This is an optimization exercise on Yosys and OpenROAD, whose aim is small area, a short achievable clock period and few clock cycles per item, not a production implementation. Function was not checked in any run shown here: the RTL went through the layout flow alone. Power is estimated from default activity; no workload was simulated.

## flow/design.v (module list and top-level ports; edited modules follow where they fit)
// module adsr_regs: 44 lines
// module adsr_div: 25 lines
// module adsr_mul: 691 lines
// module adsr_dp: 392 lines
// module adsr_envelope_generator: 56 lines
module adsr_envelope_generator #(
  parameter int POSITION_BITS = 24
) (
  input  wire         clk,
  input  wire         rst,
  input  wire         psel,
  input  wire         penable,
  input  wire         pwrite,
  input  wire  [3:0]  paddr,
  input  wire  [31:0] pwdata,
  output logic [31:0] prdata,
  output logic        pready,
  input  wire         s_axis_tvalid,
  output logic        s_axis_tready,
  input  wire  [23:0] s_axis_tdata,   
  input  wire  [1:0]  s_axis_tuser,   
  output logic        m_axis_tvalid,
  input  wire         m_axis_tready,
  output logic [39:0] m_axis_tdata    
);
  // ...
==> flow/flow/run.sh <==
#!/bin/bash
# standard synthesis, then the standard layout with small port buffers and a
# larger setup margin for repair_timing
set -euo pipefail
bash standard.sh synth > synth.log 2>&1
bash standard.sh "BUFFER_PORTS_ARGS=-buffer_cell sky130_fd_sc_hd__buf_2" SETUP_SLACK_MARGIN=8 finish > layout.log 2>&1
==> flow/standard.sh <==
#!/bin/bash
# synth_recipe.tcl (not shown) runs the flow's synth.tcl, then flattens the netlist and writes it again
# the make line also repeats each setting of config.mk as NAME=value (left out here)
make -C /OpenROAD-flow-scripts/flow DESIGN_CONFIG=/design/flow/config.mk WORK_HOME=/design/flow/orfs CLKGATE_MAP_FILE= SYNTH_SCRIPT=/design/flow/synth_recipe.tcl "${@:-finish}"
==> flow/config.mk <==
export PLATFORM = sky130hd
export DESIGN_NAME = adsr_envelope_generator
export DESIGN_NICKNAME = adsr_envelope_generator
export VERILOG_FILES = /design/flow/design.v
export SDC_FILE = /design/flow/constraint.sdc
export NUM_CORES = 4
export LEC_CHECK = 0
export CAP_MARGIN = 20
export CORE_MARGIN = 2
export CORE_UTILIZATION = 60
export CTS_BUF_LIST = sky130_fd_sc_hd__clkbuf_4 sky130_fd_sc_hd__clkbuf_8
export SLEW_MARGIN = 20
==> flow/constraint.sdc <==
create_clock -name core_clock -period 13.0 [get_ports {clk}]
set_input_delay 2.6000 -clock core_clock [delete_from_list [all_inputs] [get_ports {clk}]]
set_output_delay 2.6000 -clock core_clock [all_outputs]
set_load 0.01 [all_outputs]
==> notes.md, run 1 <==
- Internal power comes to 3.47 mW.
- The worst pin sits at a relative slew slack of 0.250.
- The worst hold path stage count is 0.
- The die is 263 µm tall.
- TritonCTS built the clock tree.
- Of the total standard cell area in the layout, the multi-input combinational portion is 0.613.
- For the pin with the worst max-slew slack, the measured transition is 1120 ps.
- The start point of the worst min-delay path is u_dp.md_d[8].
- VDD sags by at most 0.000112 V.
- The register ranked first by flip-flop count is u_dp.out_d.
- The compound-cell area share of the yosys netlist is 0.176.
- The mapped netlist covers 40200 µm².
- Once detailed placement completed, the half-perimeter wirelength came to 91100 µm.
- The number of global-route vias before repair is 33500.
- The met3 track demand over resource is 0.0539.
- The share of the synthesized area in the top cell type is 0.149.
- The share of synthesized cell area in and, or, nand and nor gates is 0.179.
- The floorplan die area is 69100 µm².
- At the worst endpoint, the required time is 13400 ps.
- CTS built an H-tree with a depth of 3.
- The total stage count of the critical path is 21.
- In this run the core area contains 94 standard-cell rows.
- The Yosys step of the flow raised 3 warnings.
- The library cells used most frequently in the layout, excluding fill and tap cells, are nand2_1, inv_1, a21oi_1.
- The signal on the critical path passes through nor3b_4, buf_12, buf_6, buf_4, clkbuf_16, a21oi_2, inv_1, fa_1, inv_1, ha_1, or3_1, a311oi_2, buf_4, o31ai_1, buf_4, a2111oi_4, clkbuf_16, nor2_2, and4b_1, xnor2_1, o21ai_0.
- The flow ran to the end and the layout has no timing, DRC or antenna violations.
- The via count is 34800.
- The total met3 wirelength after detailed routing is 9020 µm.
- The worst setup path is captured at a flop.
- The cell count after synthesis came out at 4620.
- The cell with the largest stage delay on the worst path is fa_1.
==> run 2, diff against run 1 <==
--- a/flow/config.mk
+++ b/flow/config.mk
@@ -10,3 +10,4 @@
 export CORE_UTILIZATION = 60
 export CTS_BUF_LIST = sky130_fd_sc_hd__clkbuf_4 sky130_fd_sc_hd__clkbuf_8
 export SLEW_MARGIN = 20
+export TNS_END_PERCENT = 10
==> run 2 against run 1 <==
Critical path depth decreased by 3; design area decreased by 0.24%; sequential cell count unchanged; first-iteration DRC count increased by 2.3%; clock skew increased by 1.7 ps; hold slack improved by 1.1 ps; largest cell class unchanged.
==> notes.md, run 2 <==
- The flow ran to the end and the layout has no timing, DRC or antenna violations.
- At the later pin of the worst-skew pair, clock insertion delay measures 760 ps.
- Dividing total power by cell area gives a power density of 133 nW/µm².
- The count of nets left with antenna violations once routing finished came out at 0.
- The number of flip-flops in the largest register is 36.
- Each instance of the synthesized netlist takes up on average 8.71 µm².
- The type of the worst min-delay path is reg2reg.
- In the final layout, the registers with the most flip-flops are u_dp.out_d (36), u_dp.sk_d (26).
- Counting tap cells, the placed design contains a total of 5422 instances.
- TritonCTS built the clock tree.
- In the post-synthesis netlist, the cell with the most instances is nand2_1.
- The chip height came to 263 µm (unchanged).
- The clock net in this run drives a total of 449 sinks.
- The floorplan die area is 69100 µm² (unchanged).
- The cell type with the highest aggregate area in the netlist is edfxtp_1.
- Of the synthesized area, sequential elements account for 0.273.
- The pin slew with the least headroom to its limit is 1150 ps (+28.0 ps).
- The endpoint identified for the worst register-to-register timing path is u_dp.lvl[12].
- The die is 263 µm wide.
- The global-route wire length before repair is 190000 µm.
- The pre-antenna-repair detailed-routing pass consisted of 9 iterations.
- The power spent charging and discharging nets is 2.41 mW.
- The share of the synthesized area in the top cell type is 0.149 (unchanged).
- The initial antenna violation count is 2.
- Setup repair after global routing could not meet its margin everywhere.
- The detailed router finished its first iteration with 3038 violations.
- The largest buffer count on any clock path is 3.
- In the layout the commonest cells are nand2_1, inv_1, a21oi_1.
- The worst-path maximum fanout is 8.
- The sum of net half-perimeters after detailed placement is 91100 µm (unchanged).
- Between clock sinks in the finished design, the worst skew comes to 81.6 ps.
- Setup violations remaining at the end of the flow were counted as 0.
- The type of destination of the critical path is a flop.
- The leakage power is 18.5 nW.
- The portion of total power attributed to the clock network is 0.257.
- The final count of pins violating max slew is 0.
- The maximum number of pins on one net before global-route repair is 84.
- At the worst endpoint, the arrival time is 5620 ps.
- The per-cell via count in the routed design is 6.19.
- The switching portion of total power is 0.409.
- The number of buffers added on ports is 120.
- The start point of the worst min-delay path is u_dp.md_d[8].
- For this run, the slowest stage of the critical path takes 560 ps.
- The register ranked first by flip-flop count is u_dp.out_d.
- Based on the critical path, the design can be clocked at up to 199 MHz.
- In the post-synthesis netlist, the biggest area contributors are edfxtp_1, fa_1, dfxtp_1.
- The number of different library cells used by synthesis comes to 103.
- Dividing the final minimum period by the clock period gives 0.387.
- The floorplan core area is 66100 µm².
- The total number of nets in the final design is 5282.
- Adding up every negative setup slack in the final design gives 0 ps.
- The required time at the endpoint of the critical path is 13580 ps (+180 ps).
- For this run, design rule violations remaining after detail routing come to 0.
- Walking the worst path, the cells encountered are nor2b_4, buf_12, a22oi_1, o21a_2, inv_2, o21ai_1, fa_1, ha_4, and4_4, o2111ai_1, a21o_1, a21boi_2, a32o_2, o21ba_4, mux2_4, or4_4, a41oi_2, o41ai_2.
- In this run, synthesis inferred 200 flip-flops with an integrated enable.
- The clock buffer count from CTS is 81.
- The internal reg-to-reg setup slack is 7970 ps.
- The design internal power is 3.47 mW (about the same).
- The number of cells traversed by the worst register-to-register path is 18.
- The type of element launching the critical path is a flop.
- The post-route non-filler standard cell count is 5621.
- The area overhead of the layout relative to synthesis is 9.90%.
- The async set-reset flop share out of synthesis is 0.
- The worst setup slack before clock tree synthesis is 6830 ps.
- The share of total power dissipated in sequential elements is 0.311.
- The largest individual stage delay along the critical path comes from the cell fa_1.
- The root buffer cell chosen for the clock tree is clkbuf_8.
- Counting instances in the post-synthesis netlist gives the leading cell types as nand2_1, inv_1, a21oi_1, nor2_1, fa_1.
- The post-synthesis register bit count is 449.
- Of the cells placed in the final design, the portion with a size suffix greater than 1 is 0.119.
- The initial core utilization is 0.609.
- The headroom to the max-slew limit is 0.231 (-0.0187).
- The worst hold endpoint is u_dp.out_d[24].
- The worst hold path stage count was 0 (unchanged).
- The post-synthesis cell count is 4620 (unchanged).
- In the global route stage, overall resource usage came out at 0.353.
- The yosys synthesis warning count was 3 (unchanged).
- The library cell used most frequently in the layout, excluding fill and tap cells, is nand2_1.
- The post-synth design cell area is 40200 µm² (unchanged).
- The number of maximum-capacitance violations is 0.
- The critical path in this run is classified as reg2reg.
- After detailed routing, the average wire length per cell comes to 22.2 µm.
- The total of hold buffers inserted after clock tree synthesis is 0.
- The final hold violation count is 0.
- The final layout contains routed wiring with a total length of 125000 µm.
- The number of global-route vias before repair is 33500 (+0.024%).
- Of the total power, combinational logic draws 0.432.
- In the synthesized netlist the dominant register cell turns out to be dfxtp_1.
- The final worst slack is 7970 ps.
- The worst path in the final design needs a cycle of 5030 ps, including I/O delays and setup.
- The worst vdd rail ir drop is 0.000115 V (+3.0%).
- The number of ports placed on the die boundary is 144.
- The count of filler cells inserted in the layout is 5743.
- The weighted congestion at the end of routability-driven global placement is 0.994.
- The number of standard-cell rows in the floorplan is 94 (unchanged).
- After global routing the overflow that remains totals 0.
- The via count was 34800 (-0.026%).
- The total power draw is 5.88 mW.
- Clock-pin slew was measured on the worst setup and hold paths at 70 ps.
- The number of H-tree levels is 3 (unchanged).
run 2: kinds of logic (layout without fill, tap and decap cells):
| family | count (synthesis) | count (layout) | share of synthesized area |
|---|---|---|---|
| adders and majority gates | 526 | 526 | 0.214 |
| AOI/OAI and AO/OA | 1119 | 1120 | 0.176 |
| and+or+nand+nor | 1482 | 1483 | 0.179 |
| other | 2 | 15 | 0.000187 |
| muxes | 122 | 124 | 0.0397 |
| buffers and inverters | 680 | 800 | 0.0658 |
| xor gates and xnor gates | 240 | 240 | 0.0522 |
| DFF | 449 | 449 | 0.273 |
run 2: metrics by stage:
stage | utilization | hold slack [ps] | cell area (µm²)
floorplan | - | 400 | 40300
global placement | 0.627 | 414 | 41400
detailed placement | 0.627 | 421 | 41400
CTS | 0.660 | 436 | 43600
global route | 0.669 | 455 | 44200
finish | 0.669 | 442 | 44200
run 2: power groups by stage:
stage | registers (mW) | logic, mW | clock network (mW)
finish | 1.83 | 2.54 | 1.51
global route | 1.84 | 2.81 | 1.59
CTS | 1.82 | 2.37 | 1.53
detailed placement | 1.85 | 2.32 | 0
global placement | 1.85 | 2.29 | 0
floorplan | 1.73 | 1.82 | 0
run 2: cell type report:
type | instances | area (µm²) | share of cell area
Multi-Input combinational cell | 3506 | 27100 | 0.614
Sequential cell | 449 | 11000 | 0.249
Inverter | 442 | 1670 | 0.0379
Clock buffer | 127 | 1600 | 0.0363
Timing Repair Buffer | 207 | 1500 | 0.0339
Tap cell | 864 | 1080 | 0.0244
Clock inverter | 24 | 213 | 0.00481
Antenna cell | 2 | 5.00 | 0.000113
run 2: critical path, delay by kind of cell (launching register included):
family	cells	cell delay (ps)
adder cells (fa/ha/maj)	2	880
AND/OR/NAND/NOR	3	1100
flip-flops	1	410
buffers and inverters	2	310
multiplexers	1	360
AO/OA/AOI/OAI	10	1810
run 2: repair_timing:
action	in CTS	in global routing
endpoints found under the setup margin	115	93
setup buffers	19	13
resized for setup	48	72
pin swaps	9	18
gates cloned	4	8
run 2: worst max-delay path by stage:
stage	slack (ps)	from	cells past startpoint	to
2_1_floorplan	7980	m_axis_tready	9	u_dp.r[22]
3_3_place_gp	6920	u_dp.phase[2]	17	u_dp.r[22]
3_5_place_dp	6830	u_dp.phase[2]	17	u_dp.r[22]
4_1_cts	7870	flop	18	u_dp.r[22]
5_1_grt	7890	flop	19	u_dp.lvl[15]
6_report	7970	flop	18	u_dp.lvl[12]
run 2: routing by layer:
metal / vias up / share of wire / global-route usage
met2: 1419 / 0.47 / 0.588
met3: 418 / 0.071 / 0.0550
met1: 16800 / 0.39 / 0.422
met5: - / 0 / 0
li1: 16200 / - / -
met4: 0 / 0.076 / 0.241

[static timing again, ports no longer ideal]
How much do the figures lean on ideal ports? The routed layouts below were timed once more, with nothing changed but the port constraints. Step 1 sets driving cells, clkbuf_16 on the clock port and buf_2 on the other inputs (assumed; they add their load-dependent delay and slew). Step 2 also shifts input and output timing later by t, the mid clock arrival at the registers, as if the neighbouring blocks saw the same clock. a / b / c = no drivers / after step 1 / after step 2; a / b = the first two.
run | shift t [ns] | slack for setup (ns) | worst register clock-pin slew, ns
run 1 | 0.784 | 8.019 / 8.019 / 7.452 | 0.07 / 0.07
run 2 | 0.785 | 7.966 / 7.966 / 7.469 | 0.07 / 0.07
After both steps setup and hold are still met in every run listed. The setup slack of run 1, which loses most, moves by 0.000 ns with the drivers and by -0.567 ns with both steps.
